What follows belongs to an exercise in optimizing a design on an open flow for small area, a short achievable clock period and few clock cycles per item; a production flow would make more cautious choices. RTL that was checked went through simulation tests only; none was proved equivalent to the original.

==> job 3508 <==
// keyExpansionTop
module keyExpansionTop (
	input logic clock,
	input logic reset,
	input logic start,
	input aesKeyPkg::aesKey128 cipherKey,
	output aesKeyPkg::expandedKey keyExp,
	output logic keyExpDone
);
	logic [3:0][31:0] loadWords;
	logic [13:0][31:0] words;  
	aesKeyPkg::word32 subWord;
	aesKeyPkg::word32 nextWord;
	aesKeyPkg::rconByte rcon;
	logic shift;
	keyLoader loader (
		.cipherKey(cipherKey),
		.loadWords(loadWords)
	);
	roundKeyGenerator control (
		.clock(clock),
		.reset(reset),
		.start(start),
		.shift(shift),
		.rcon(rcon),
		.done(keyExpDone)
	);
	sboxLookup sbox (
		.inWord({words[0][23:0], words[0][31:24]}),
		.outWord(subWord)
	);
	assign nextWord = words[3] ^ subWord ^ {rcon, 24'h000000};
	keyScheduleStore store (
		.clock(clock),
		.start(start),
		.shift(shift),
		.loadWords(loadWords),
		.nextWord(nextWord),
		.words(words)
	);
	for (genvar r = 0; r <= 10; r++)
	begin : g_out
		aesKeyPkg::word32 d0, d1, d2, d3, w2;
		assign d0 = words[10 - r];
		assign d1 = words[11 - r];
		assign d2 = words[12 - r];
		assign d3 = words[13 - r];
		assign w2 = d0 ^ d1;
		assign keyExp[1407 - 128 * r -: 128] = {w2 ^ d2 ^ d3, d0 ^ d2, w2, d0};
	end
endmodule
==> module keyLoader, before the edit <==
module keyLoader (
	input aesKeyPkg::aesKey128 cipherKey,
	output logic [3:0][31:0] loadWords
);
	aesKeyPkg::word32 k0, k1, k2, k3;
	assign {k0, k1, k2, k3} = cipherKey;
	assign loadWords[0] = k3;
	assign loadWords[1] = k2 ^ k3;
	assign loadWords[2] = k1 ^ k3;
	assign loadWords[3] = k0 ^ k1 ^ k2 ^ k3;
endmodule
==> module roundKeyGenerator, before the edit <==
module roundKeyGenerator (
	input logic clock,
	input logic reset,
	input logic start,
	output logic shift,  
	output aesKeyPkg::rconByte rcon,  
	output logic done
);
	logic running;
	aesKeyPkg::roundIndex count;  
	always_ff @(posedge clock)
	begin
		if (reset)
		begin
			running <= 1'b0;
			done <= 1'b0;
		end
		else if (start)
		begin
			running <= 1'b1;
			done <= 1'b0;
		end
		else if (running && count == aesKeyPkg::numRounds)
		begin
			running <= 1'b0;
			done <= 1'b1;
		end
	end
	always_ff @(posedge clock)
	begin
		if (start)
			count <= 4'd1;
		else if (running)
			count <= count + 4'd1;
	end
	always_comb
	begin
		case (count)
			4'd1: rcon = 8'h01;
			4'd2: rcon = 8'h02;
			4'd3: rcon = 8'h04;
			4'd4: rcon = 8'h08;
			4'd5: rcon = 8'h10;
			4'd6: rcon = 8'h20;
			4'd7: rcon = 8'h40;
			4'd8: rcon = 8'h80;
			4'd9: rcon = 8'h1b;
			4'd10: rcon = 8'h36;
			default: rcon = 8'h00;
		endcase
	end
	assign shift = running;
endmodule
==> module keyExpansionTop, before the edit <==
module keyExpansionTop (
	input logic clock,
	input logic reset,
	input logic start,
	input aesKeyPkg::aesKey128 cipherKey,
	output aesKeyPkg::expandedKey keyExp,
	output logic keyExpDone
);
	logic [3:0][31:0] loadWords;
	logic [13:0][31:0] words;  
	aesKeyPkg::word32 subWord;
	aesKeyPkg::word32 nextWord;
	aesKeyPkg::rconByte rcon;
	logic shift;
	keyLoader loader (
		.cipherKey(cipherKey),
		.loadWords(loadWords)
	);
	roundKeyGenerator control (
		.clock(clock),
		.reset(reset),
		.start(start),
		.shift(shift),
		.rcon(rcon),
		.done(keyExpDone)
	);
	sboxLookup sbox (
		.inWord({words[0][23:0], words[0][31:24]}),
		.outWord(subWord)
	);
	assign nextWord = words[3] ^ subWord ^ {rcon, 24'h000000};
	keyScheduleStore store (
		.clock(clock),
		.start(start),
		.shift(shift),
		.loadWords(loadWords),
		.nextWord(nextWord),
		.words(words)
	);
	for (genvar r = 0; r <= 10; r++)
	begin : g_out
		aesKeyPkg::word32 d0, d1, d2, d3, w2;
		assign d0 = words[10 - r];
		assign d1 = words[11 - r];
		assign d2 = words[12 - r];
		assign d3 = words[13 - r];
		assign w2 = d0 ^ d1;
		assign keyExp[1407 - 128 * r -: 128] = {w2 ^ d2 ^ d3, d0 ^ d2, w2, d0};
	end
endmodule
Settings: LEC_CHECK=0, CAP_MARGIN=20, CORE_MARGIN=2, CORE_UTILIZATION=40, SLEW_MARGIN=20; clock period 10.0 ns.
run.sh (not shown) runs the stock make flow with config.mk's settings and CLKGATE_MAP_FILE= SYNTH_SCRIPT=/design/flow/synth_recipe.tcl, a recipe that flattens the netlist after the stock synthesis.
==> job 7098 (differences from job 3508) <==
--- a/flow/design.v
+++ b/flow/design.v
@@ -162,11 +162,18 @@
 module keyLoader (
-	input aesKeyPkg::aesKey128 cipherKey,
-	output logic [3:0][31:0] loadWords
+	input logic [3:0][31:0] words,  
+	input logic [3:0] round,  
+	input aesKeyPkg::rconByte rcon,
+	output aesKeyPkg::word32 prevWord  
 );
-	aesKeyPkg::word32 k0, k1, k2, k3;
-	assign {k0, k1, k2, k3} = cipherKey;
-	assign loadWords[0] = k3;
-	assign loadWords[1] = k2 ^ k3;
-	assign loadWords[2] = k1 ^ k3;
-	assign loadWords[3] = k0 ^ k1 ^ k2 ^ k3;
+	aesKeyPkg::word32 fix;
+	always_comb
+	begin
+		case (round)
+			4'd1: fix = words[0] ^ words[1] ^ words[2];  
+			4'd2: fix = words[1];  
+			4'd3: fix = words[2];  
+			default: fix = '0;
+		endcase
+	end
+	assign prevWord = words[3] ^ fix ^ {rcon, 24'h000000};
 endmodule
@@ -178,2 +185,3 @@
 	output logic shift,  
+	output logic [3:0] round,  
 	output aesKeyPkg::rconByte rcon,  
@@ -225,2 +233,3 @@
 	assign shift = running;
+	assign round = count;
 endmodule
@@ -261,12 +270,9 @@
 );
-	logic [3:0][31:0] loadWords;
 	logic [13:0][31:0] words;  
 	aesKeyPkg::word32 subWord;
+	aesKeyPkg::word32 prevWord;
 	aesKeyPkg::word32 nextWord;
 	aesKeyPkg::rconByte rcon;
+	logic [3:0] round;
 	logic shift;
-	keyLoader loader (
-		.cipherKey(cipherKey),
-		.loadWords(loadWords)
-	);
 	roundKeyGenerator control (
@@ -276,2 +282,3 @@
 		.shift(shift),
+		.round(round),
 		.rcon(rcon),
@@ -279,2 +286,8 @@
 	);
+	keyLoader tap (
+		.words(words[3:0]),
+		.round(round),
+		.rcon(rcon),
+		.prevWord(prevWord)
+	);
 	sboxLookup sbox (
@@ -283,3 +296,3 @@
 	);
-	assign nextWord = words[3] ^ subWord ^ {rcon, 24'h000000};
+	assign nextWord = prevWord ^ subWord;
 	keyScheduleStore store (
@@ -288,3 +301,3 @@
 		.shift(shift),
-		.loadWords(loadWords),
+		.loadWords(cipherKey),  
 		.nextWord(nextWord),
@@ -292,11 +305,24 @@
 	);
+	aesKeyPkg::word32 a [0:10];
+	aesKeyPkg::word32 b [0:10];
+	aesKeyPkg::word32 c [0:10];
+	aesKeyPkg::word32 d [0:10];
+	assign d[0] = words[10];
+	assign c[0] = words[11];
+	assign b[0] = words[12];
+	assign a[0] = words[13];
+	assign d[1] = words[9];
+	assign c[1] = d[1] ^ d[0];
+	assign b[1] = c[1] ^ c[0];
+	assign a[1] = b[1] ^ b[0];
+	for (genvar r = 2; r <= 10; r++)
+	begin : g_round
+		assign d[r] = words[10 - r];
+		assign c[r] = d[r] ^ d[r - 1];
+		assign b[r] = d[r] ^ d[r - 2];
+		assign a[r] = c[r] ^ c[r - 2];
+	end
 	for (genvar r = 0; r <= 10; r++)
 	begin : g_out
-		aesKeyPkg::word32 d0, d1, d2, d3, w2;
-		assign d0 = words[10 - r];
-		assign d1 = words[11 - r];
-		assign d2 = words[12 - r];
-		assign d3 = words[13 - r];
-		assign w2 = d0 ^ d1;
-		assign keyExp[1407 - 128 * r -: 128] = {w2 ^ d2 ^ d3, d0 ^ d2, w2, d0};
+		assign keyExp[1407 - 128 * r -: 128] = {a[r], b[r], c[r], d[r]};
 	end
Settings changed: CORE_AREA from default to 2 2 458 458, CORE_MARGIN 2 to default, CORE_UTILIZATION 40 to default, DIE_AREA from default to 0 0 460 460.
==> impl_metrics.tcl <==
set metrics [dict create \
    post_synthesis_instance_area_sq_mm 0.0325 \
    initial_utilization_pct 15.7 \
    postSynth.asyncResetShare_pct 0 \
    core.rowCount 167 \
    cell_count_after_synthesis 2832 \
    synth_adder_area_share_pct 0.640 \
    netlist.area_leader.share_pct 41.4 \
    run_status "timing/DRC/antenna clean" \
    die_width_microns 460 \
    synth_commonest_cells "869 x xor2_1, 448 x edfxtp_1, 410 x xnor2_1" \
    syn_nets 2978 \
    yosysSeqAreaShare_pct 42.3 \
    synth.avg_cell_area_sq_um 11.5 \
    synth-compound-area-share_pct 6.95 \
    ys_warn_count 8 \
    post_synth_main_area_contributors "edfxtp_1 41%, xor2_1 23%, xnor2_1 11%, mux2_2 3.5%, xnor3_1 1.8%" \
    non_clock_inverter_count 84 \
    dieHeight_microns 460 \
    h_tree_levels 3 \
    synthXorXnorAreaFrac_pct 38.2 \
    ys_seq_elements 462 \
]
-- figures above: job 7098

==> impl_metrics.tcl <==
set metrics [dict create \
    dieHeight_microns 308 \
    haltStage "3_2_place_iop" \
    post_synthesis_instance_area_sq_mm 0.0369 \
    yosysSeqAreaShare_pct 37.3 \
    netlist.area_leader.share_pct 36.5 \
    synth-compound-area-share_pct 7.09 \
    initial_utilization_pct 40.3 \
    error_message "[ERROR PPL-0024] Number of IO pins (1540) exceeds maximum number of available positions (1108). Increase the die perimeter from 1230.10um to 2094.40um." \
    run_status "aborted with a tool error" \
    die_width_microns 308 \
    synth_adder_area_share_pct 0.502 \
    synth.avg_cell_area_sq_um 10.6 \
    ys_seq_elements 462 \
    core.rowCount 111 \
    syn_nets 3625 \
    post_synth_main_area_contributors "edfxtp_1 37%, xor2_1 25%, xnor2_1 10%, buf_4 7.3%, a21oi_1 2.1%" \
]
-- figures above: job 3508

Function was not checked in any run of this note: the RTL went through the layout flow alone.

* * *

==> trial 12 <==
==> flow/design.v <==
package aesKeyPkg;
	typedef logic [31:0] word32;  
	typedef logic [127:0] aesKey128;  
	typedef logic [1407:0] expandedKey;  
	typedef logic [3:0] roundIndex;
	typedef logic [7:0] rconByte;
	localparam roundIndex numRounds = 4'd10;
	localparam int numWords = 14;
endpackage
`timescale 1ns/1ps
module sboxLookup(input [31:0] inWord, output [31:0] outWord);
  localparam [2047:0] SBOX = {
		128'h637c777bf26b6fc53001672bfed7ab76, 128'hca82c97dfa5947f0add4a2af9ca472c0,
		128'hb7fd9326363ff7cc34a5e5f171d83115, 128'h04c723c31896059a071280e2eb27b275,
		128'h09832c1a1b6e5aa0523bd6b329e32f84, 128'h53d100ed20fcb15b6acbbe394a4c58cf,
		128'hd0efaafb434d338545f9027f503c9fa8, 128'h51a3408f929d38f5bcb6da2110fff3d2,
		128'hcd0c13ec5f974417c4a77e3d645d1973, 128'h60814fdc222a908846eeb814de5e0bdb,
		128'he0323a0a4906245cc2d3ac629195e479, 128'he7c8376d8dd54ea96c56f4ea657aae08,
		128'hba78252e1ca6b4c6e8dd741f4bbd8b8a, 128'h703eb5664803f60e613557b986c11d9e,
		128'he1f8981169d98e949b1e87e9ce5528df, 128'h8ca1890dbfe6426841992d0fb054bb16};
  genvar b;
  generate for (b=0;b<4;b=b+1) begin : g
    wire [7:0] x = inWord[8*b +: 8];
    assign outWord[8*b +: 8] = SBOX[2047 - 8*x -: 8];
  end endgenerate
endmodule
`timescale 1ns/1ps
module keyLoader (
	input logic [3:0][31:0] words,  
	input logic [3:0] round,  
	input aesKeyPkg::rconByte rcon,
	output aesKeyPkg::word32 prevWord  
);
	aesKeyPkg::word32 fix;
	always_comb
	begin
		case (round)
			4'd1: fix = words[0] ^ words[1] ^ words[2];  
			4'd2: fix = words[1];  
			4'd3: fix = words[2];  
			default: fix = '0;
		endcase
	end
	assign prevWord = words[3] ^ fix ^ {rcon, 24'h000000};
endmodule
`timescale 1ns/1ps
module roundKeyGenerator (
	input logic clock,
	input logic reset,
	input logic start,
	output logic shift,  
	output logic [3:0] round,  
	output aesKeyPkg::rconByte rcon,  
	output logic done
);
	logic running;
	aesKeyPkg::roundIndex count;  
	always_ff @(posedge clock)
	begin
		if (reset)
		begin
			running <= 1'b0;
			done <= 1'b0;
		end
		else if (start)
		begin
			running <= 1'b1;
			done <= 1'b0;
		end
		else if (running && count == aesKeyPkg::numRounds)
		begin
			running <= 1'b0;
			done <= 1'b1;
		end
	end
	always_ff @(posedge clock)
	begin
		if (start)
			count <= 4'd1;
		else if (running)
			count <= count + 4'd1;
	end
	always_comb
	begin
		case (count)
			4'd1: rcon = 8'h01;
			4'd2: rcon = 8'h02;
			4'd3: rcon = 8'h04;
			4'd4: rcon = 8'h08;
			4'd5: rcon = 8'h10;
			4'd6: rcon = 8'h20;
			4'd7: rcon = 8'h40;
			4'd8: rcon = 8'h80;
			4'd9: rcon = 8'h1b;
			4'd10: rcon = 8'h36;
			default: rcon = 8'h00;
		endcase
	end
	assign shift = running;
	assign round = count;
endmodule
`timescale 1ns/1ps
module keyScheduleStore (
	input logic clock,
	input logic start,
	input logic shift,
	input logic [3:0][31:0] loadWords,
	input aesKeyPkg::word32 nextWord,
	output logic [13:0][31:0] words
);
	always_ff @(posedge clock)
	begin
		if (start)
		begin
			for (int j = 0; j < 4; j++)
				words[j] <= loadWords[j];
			for (int j = 4; j < 14; j++)
				words[j] <= words[j - 1];
		end
		else if (shift)
		begin
			words[0] <= nextWord;
			for (int j = 1; j < 14; j++)
				words[j] <= words[j - 1];
		end
	end
endmodule
`timescale 1ns/1ps
module keyExpansionTop (
	input logic clock,
	input logic reset,
	input logic start,
	input aesKeyPkg::aesKey128 cipherKey,
	output aesKeyPkg::expandedKey keyExp,
	output logic keyExpDone
);
	logic [13:0][31:0] words;  
	aesKeyPkg::word32 subWord;
	aesKeyPkg::word32 prevWord;
	aesKeyPkg::word32 nextWord;
	aesKeyPkg::rconByte rcon;
	logic [3:0] round;
	logic shift;
	roundKeyGenerator control (
		.clock(clock),
		.reset(reset),
		.start(start),
		.shift(shift),
		.round(round),
		.rcon(rcon),
		.done(keyExpDone)
	);
	keyLoader tap (
		.words(words[3:0]),
		.round(round),
		.rcon(rcon),
		.prevWord(prevWord)
	);
	sboxLookup sbox (
		.inWord({words[0][23:0], words[0][31:24]}),
		.outWord(subWord)
	);
	assign nextWord = prevWord ^ subWord;
	keyScheduleStore store (
		.clock(clock),
		.start(start),
		.shift(shift),
		.loadWords(cipherKey),  
		.nextWord(nextWord),
		.words(words)
	);
	aesKeyPkg::word32 a [0:10];
	aesKeyPkg::word32 b [0:10];
	aesKeyPkg::word32 c [0:10];
	aesKeyPkg::word32 d [0:10];
	assign d[0] = words[10];
	assign c[0] = words[11];
	assign b[0] = words[12];
	assign a[0] = words[13];
	assign d[1] = words[9];
	assign c[1] = d[1] ^ d[0];
	assign b[1] = c[1] ^ c[0];
	assign a[1] = b[1] ^ b[0];
	for (genvar r = 2; r <= 10; r++)
	begin : g_round
		assign d[r] = words[10 - r];
		assign c[r] = d[r] ^ d[r - 1];
		assign b[r] = d[r] ^ d[r - 2];
		assign a[r] = c[r] ^ c[r - 2];
	end
	for (genvar r = 0; r <= 10; r++)
	begin : g_out
		assign keyExp[1407 - 128 * r -: 128] = {a[r], b[r], c[r], d[r]};
	end
endmodule
==> flow/flow/run.sh <==
#!/bin/bash
# The standard layout, with the smallest buffer on every input and output
# port instead of the one buffer_ports picks by default.
set -euo pipefail
bash standard.sh "BUFFER_PORTS_ARGS=-buffer_cell sky130_fd_sc_hd__buf_1" finish > standard_flow.log 2>&1
==> flow/standard.sh <==
#!/bin/bash
# synth_recipe.tcl (not shown) runs the flow's synth.tcl, then flattens the netlist and writes it again
# the make line also repeats each setting of config.mk as NAME=value (left out here)
make -C /OpenROAD-flow-scripts/flow DESIGN_CONFIG=/design/flow/config.mk WORK_HOME=/design/flow/orfs CLKGATE_MAP_FILE= SYNTH_SCRIPT=/design/flow/synth_recipe.tcl "${@:-finish}"
==> flow/config.mk <==
export PLATFORM = sky130hd
export DESIGN_NAME = keyExpansionTop
export DESIGN_NICKNAME = keyExpansionTop
export VERILOG_FILES = /design/flow/design.v
export SDC_FILE = /design/flow/constraint.sdc
export NUM_CORES = 4
export LEC_CHECK = 0
export CAP_MARGIN = 20
export CORE_AREA = 2 2 458 458
export DIE_AREA = 0 0 460 460
export SLEW_MARGIN = 20
==> flow/constraint.sdc <==
create_clock -name core_clock -period 10.0 [get_ports {clock}]
set_input_delay 2.0000 -clock core_clock [delete_from_list [all_inputs] [get_ports {clock}]]
set_output_delay 2.0000 -clock core_clock [all_outputs]
set_load 0.01 [all_outputs]
==> inputs of build 26, as changes to trial 12 <==
==> flow/flow/run.sh (replaced) <==
#!/bin/bash
# The standard layout, with the smallest buffer on every input and output
# port instead of the one buffer_ports picks by default, and gate sizing
# free to change a cell's footprint.
set -euo pipefail
bash standard.sh "BUFFER_PORTS_ARGS=-buffer_cell sky130_fd_sc_hd__buf_1" MATCH_CELL_FOOTPRINT=0 SETUP_SLACK_MARGIN=6 finish > standard_flow.log 2>&1
==> inputs of build 27, as changes to trial 12 <==
==> flow/design.v, changed modules only <==
module keyLoader (
	input logic [3:0][31:0] words,  
	input logic [2:0] step,
	input aesKeyPkg::rconByte rconOdd,
	input aesKeyPkg::rconByte rconEven,
	output aesKeyPkg::word32 prevOdd,  
	output aesKeyPkg::word32 prevEven  
);
	aesKeyPkg::word32 fixOdd, fixEven;
	always_comb
	begin
		fixOdd = '0;
		fixEven = '0;
		case (step)
			3'd1:
			begin
				fixOdd = words[0] ^ words[1] ^ words[2];  
				fixEven = words[0];  
			end
			3'd2:
			begin
				fixOdd = words[2];  
			end
			default:
			begin
			end
		endcase
	end
	assign prevOdd = words[3] ^ fixOdd ^ {rconOdd, 24'h000000};
	assign prevEven = words[2] ^ fixEven ^ {rconEven, 24'h000000};
endmodule
module roundKeyGenerator (
	input logic clock,
	input logic reset,
	input logic start,
	output logic shift,  
	output logic [2:0] step,  
	output aesKeyPkg::rconByte rconOdd,  
	output aesKeyPkg::rconByte rconEven,  
	output logic done
);
	logic running;
	logic [2:0] count;
	always_ff @(posedge clock)
	begin
		if (reset)
		begin
			running <= 1'b0;
			done <= 1'b0;
		end
		else if (start)
		begin
			running <= 1'b1;
			done <= 1'b0;
		end
		else if (running && count == 3'd5)
		begin
			running <= 1'b0;
			done <= 1'b1;
		end
	end
	always_ff @(posedge clock)
	begin
		if (start)
			count <= 3'd1;
		else if (running)
			count <= count + 3'd1;
	end
	always_comb
	begin
		case (count)
			3'd1: {rconOdd, rconEven} = 16'h0102;
			3'd2: {rconOdd, rconEven} = 16'h0408;
			3'd3: {rconOdd, rconEven} = 16'h1020;
			3'd4: {rconOdd, rconEven} = 16'h4080;
			3'd5: {rconOdd, rconEven} = 16'h1b36;
			default: {rconOdd, rconEven} = 16'h0000;
		endcase
	end
	assign shift = running;
	assign step = count;
endmodule
module keyScheduleStore (
	input logic clock,
	input logic start,
	input logic shift,
	input logic [3:0][31:0] loadWords,
	input aesKeyPkg::word32 nextOdd,  
	input aesKeyPkg::word32 nextEven,  
	output logic [13:0][31:0] words
);
	always_ff @(posedge clock)
	begin
		if (start)
			words[3:0] <= loadWords;
		else if (shift)
			words[3:0] <= {words[1:0], nextOdd, nextEven};
	end
	always_ff @(posedge clock)
	begin
		if (shift)
			words[13:4] <= words[11:2];
	end
endmodule
module keyExpansionTop (
	input logic clock,
	input logic reset,
	input logic start,
	input aesKeyPkg::aesKey128 cipherKey,
	output aesKeyPkg::expandedKey keyExp,
	output logic keyExpDone
);
	logic [13:0][31:0] words;  
	aesKeyPkg::word32 subOdd, subEven;
	aesKeyPkg::word32 prevOdd, prevEven;
	aesKeyPkg::word32 nextOdd, nextEven;
	aesKeyPkg::rconByte rconOdd, rconEven;
	logic [2:0] step;
	logic shift;
	roundKeyGenerator control (
		.clock(clock),
		.reset(reset),
		.start(start),
		.shift(shift),
		.step(step),
		.rconOdd(rconOdd),
		.rconEven(rconEven),
		.done(keyExpDone)
	);
	keyLoader tap (
		.words(words[3:0]),
		.step(step),
		.rconOdd(rconOdd),
		.rconEven(rconEven),
		.prevOdd(prevOdd),
		.prevEven(prevEven)
	);
	sboxLookup sboxOdd (
		.inWord({words[0][23:0], words[0][31:24]}),
		.outWord(subOdd)
	);
	assign nextOdd = prevOdd ^ subOdd;
	sboxLookup sboxEven (
		.inWord({nextOdd[23:0], nextOdd[31:24]}),
		.outWord(subEven)
	);
	assign nextEven = prevEven ^ subEven;
	keyScheduleStore store (
		.clock(clock),
		.start(start),
		.shift(shift),
		.loadWords(cipherKey),  
		.nextOdd(nextOdd),
		.nextEven(nextEven),
		.words(words)
	);
	aesKeyPkg::word32 a [0:10];
	aesKeyPkg::word32 b [0:10];
	aesKeyPkg::word32 c [0:10];
	aesKeyPkg::word32 d [0:10];
	assign d[0] = words[10];
	assign c[0] = words[11];
	assign b[0] = words[12];
	assign a[0] = words[13];
	assign d[1] = words[9];
	assign c[1] = d[1] ^ d[0];
	assign b[1] = c[1] ^ c[0];
	assign a[1] = c[1] ^ (b[0] ^ c[0]);
	for (genvar r = 2; r <= 10; r++)
	begin : g_round
		assign d[r] = words[10 - r];
		assign c[r] = d[r] ^ d[r - 1];
		assign b[r] = d[r] ^ d[r - 2];
		assign a[r] = c[r] ^ c[r - 2];
	end
	for (genvar r = 0; r <= 10; r++)
	begin : g_out
		assign keyExp[1407 - 128 * r -: 128] = {a[r], b[r], c[r], d[r]};
	end
endmodule
==> flow/flow/run.sh (replaced) <==
#!/bin/bash
# The standard layout, with the smallest buffer on every input and output
# port instead of the one buffer_ports picks by default, gate sizing free
# to change a cell's footprint, and timing repair aimed below the period.
set -euo pipefail
bash standard.sh "BUFFER_PORTS_ARGS=-buffer_cell sky130_fd_sc_hd__buf_1" MATCH_CELL_FOOTPRINT=0 SETUP_SLACK_MARGIN=4.6 finish > standard_flow.log 2>&1
- ABC_AREA: default -> 1
==> inputs of trial 49, as changes to trial 12 <==
--- a/flow/design.v
+++ b/flow/design.v
@@ -113,14 +113,10 @@
 		if (start)
-		begin
-			for (int j = 0; j < 4; j++)
-				words[j] <= loadWords[j];
-			for (int j = 4; j < 14; j++)
-				words[j] <= words[j - 1];
-		end
+			words[3:0] <= loadWords;
 		else if (shift)
-		begin
-			words[0] <= nextWord;
-			for (int j = 1; j < 14; j++)
-				words[j] <= words[j - 1];
-		end
+			words[3:0] <= {words[2:0], nextWord};
+	end
+	always_ff @(posedge clock)
+	begin
+		if (shift)
+			words[13:4] <= words[12:3];
 	end
@@ -182,3 +178,3 @@
 	assign b[1] = c[1] ^ c[0];
-	assign a[1] = b[1] ^ b[0];
+	assign a[1] = c[1] ^ (b[0] ^ c[0]);
 	for (genvar r = 2; r <= 10; r++)
==> flow/flow/run.sh (replaced) <==
#!/bin/bash
# The standard layout, with the smallest buffer on every input and output
# port instead of the one buffer_ports picks by default, and gate sizing
# free to change a cell's footprint.
set -euo pipefail
bash standard.sh "BUFFER_PORTS_ARGS=-buffer_cell sky130_fd_sc_hd__buf_1" MATCH_CELL_FOOTPRINT=0  finish > standard_flow.log 2>&1
- ABC_AREA: default -> 1
- SETUP_SLACK_MARGIN: default -> 5
==> summary of the runs <==
Against build 26, the via count of build 27 is higher by 29%.
Utilization: build 27 is higher than trial 12 (5.2 points).
Of trial 12 and build 27, build 27 has the higher count of clock-buffer cells in the layout (gap 8).
Of build 27 and build 26, build 27 has the higher synthesized cell count (gap about 80%, measured against build 26).
Against build 26, the register-to-register slack of build 27 is worse by 1400 ps.
Clock skew, highest first: trial 12, build 27, build 26, trial 49.
In build 26 the critical path depth is higher than in trial 12, by 3.
Final cell count: trial 12 < trial 49 < build 26 < build 27.
Worst hold slack: trial 12 is higher than trial 49 (38 ps).
The lowest routed wire length belongs to trial 49, the highest to build 27.
==> figures <==
	trial 49	build 27	trial 12	build 26
Sequential fraction of the synthesis area	36.4%	27.0%	35.0%	35.0%
Endpoint of the most critical register-to-register path	store.words[367]	store.words[9]	store.words[8]	store.words[21]
Fill cell total of the finished layout	23200	23300	22700	20600
Fraction of the mapped netlist area in simple logic gates	28.6%	37.1%	11.6%	11.6%
Most common cell after layout, fill and taps aside	sky130_fd_sc_hd__buf_1	sky130_fd_sc_hd__nand2_1	sky130_fd_sc_hd__buf_1	sky130_fd_sc_hd__buf_1
Length in cells of the worst reg-to-reg path	3	25	10	11
Total via count after detailed routing	44000	63900	43100	49500
All-layer global routing usage	27.6%	37.0%	29.6%	33.2%
Count leader, synth	sky130_fd_sc_hd__nand3_1	sky130_fd_sc_hd__nand2_1	sky130_fd_sc_hd__xor2_1	sky130_fd_sc_hd__xor2_1
Storage cell area	13700 sq um	13600 sq um	13700 sq um	13700 sq um
Ratio of layout area to synthesized area	1.290x	1.212x	1.274x	1.831x
Run status	complete, no violations	complete, no violations	complete, no violations	complete, no violations
DR WL met3	44800 um	65400 um	36500 um	40600 um
Sequential share of cell area	28.2%	22.3%	27.5%	19.1%
HP Start	control.done	control.done	store.words[405]	store.words[411]
Antenna violations before repair	28	57	28	30
Compound-cell area share of the yosys netlist	3.94%	6.99%	16.2%	16.2%
Number of buffers created by CTS	69	66	60	66
Total Wirelength	308000 um	413000 um	330000 um	373000 um
Buffers & Inverters on Critical Path	1	1	1	4
Final WS setup	4950 ps	4460 ps	4570 ps	5810 ps
Testbench counts of trial 12, summed over its fixed seeds: cycles 8,800, keys 800.
Testbench counts of build 26, summed over its fixed seeds: cycles 8,800, keys 800.
Testbench counts of build 27, summed over its fixed seeds: cycles 4,800, keys 800.
Testbench counts of trial 49, summed over its fixed seeds: cycles 8,800, keys 800.

==> separate check: timing with driven ports <==
Ports are ideal in the flow. The routed layouts listed here were re-timed in OpenROAD. Step 1 (the two cells are an assumption about what drives the block):
set clk [get_ports {clock}]
set_driving_cell -lib_cell sky130_fd_sc_hd__clkbuf_16 $clk
set_driving_cell -lib_cell sky130_fd_sc_hd__buf_2 [delete_from_list [all_inputs] $clk]
Step 2 moves the port delays by t, midway between the first and last clock arrival at a register: inputs arrive t later, outputs are due t later. That takes back most of the time a late clock gives input paths. Three values: no drivers, after step 1, after step 2; two values: the first two.
run	shift t [ns]	setup slack, ns	hold WS [ns]	slew at the worst register clock pin (ns)	worst slew at a driven data input, ns
job 7098	0.763	4.037 / 4.037 / 4.037	0.499 / 0.499 / 0.499	0.07 / 0.07	0.29
trial 12	0.810	4.571 / 4.490 / 5.063	0.501 / 0.501 / 0.501	0.07 / 0.07	0.31
build 26	0.807	5.807 / 5.705 / 5.347	0.516 / 0.516 / 0.516	0.07 / 0.07	0.26
build 27	0.788	4.462 / 4.394 / 4.649	0.519 / 0.519 / 0.519	0.08 / 0.08	0.30
trial 49	0.799	4.950 / 4.849 / 5.473	0.463 / 0.463 / 0.463	0.07 / 0.07	0.23
After both steps every run listed still meets setup and hold. The setup slack of build 26, which loses most, moves by -0.102 ns with the drivers and by -0.460 ns with both steps.
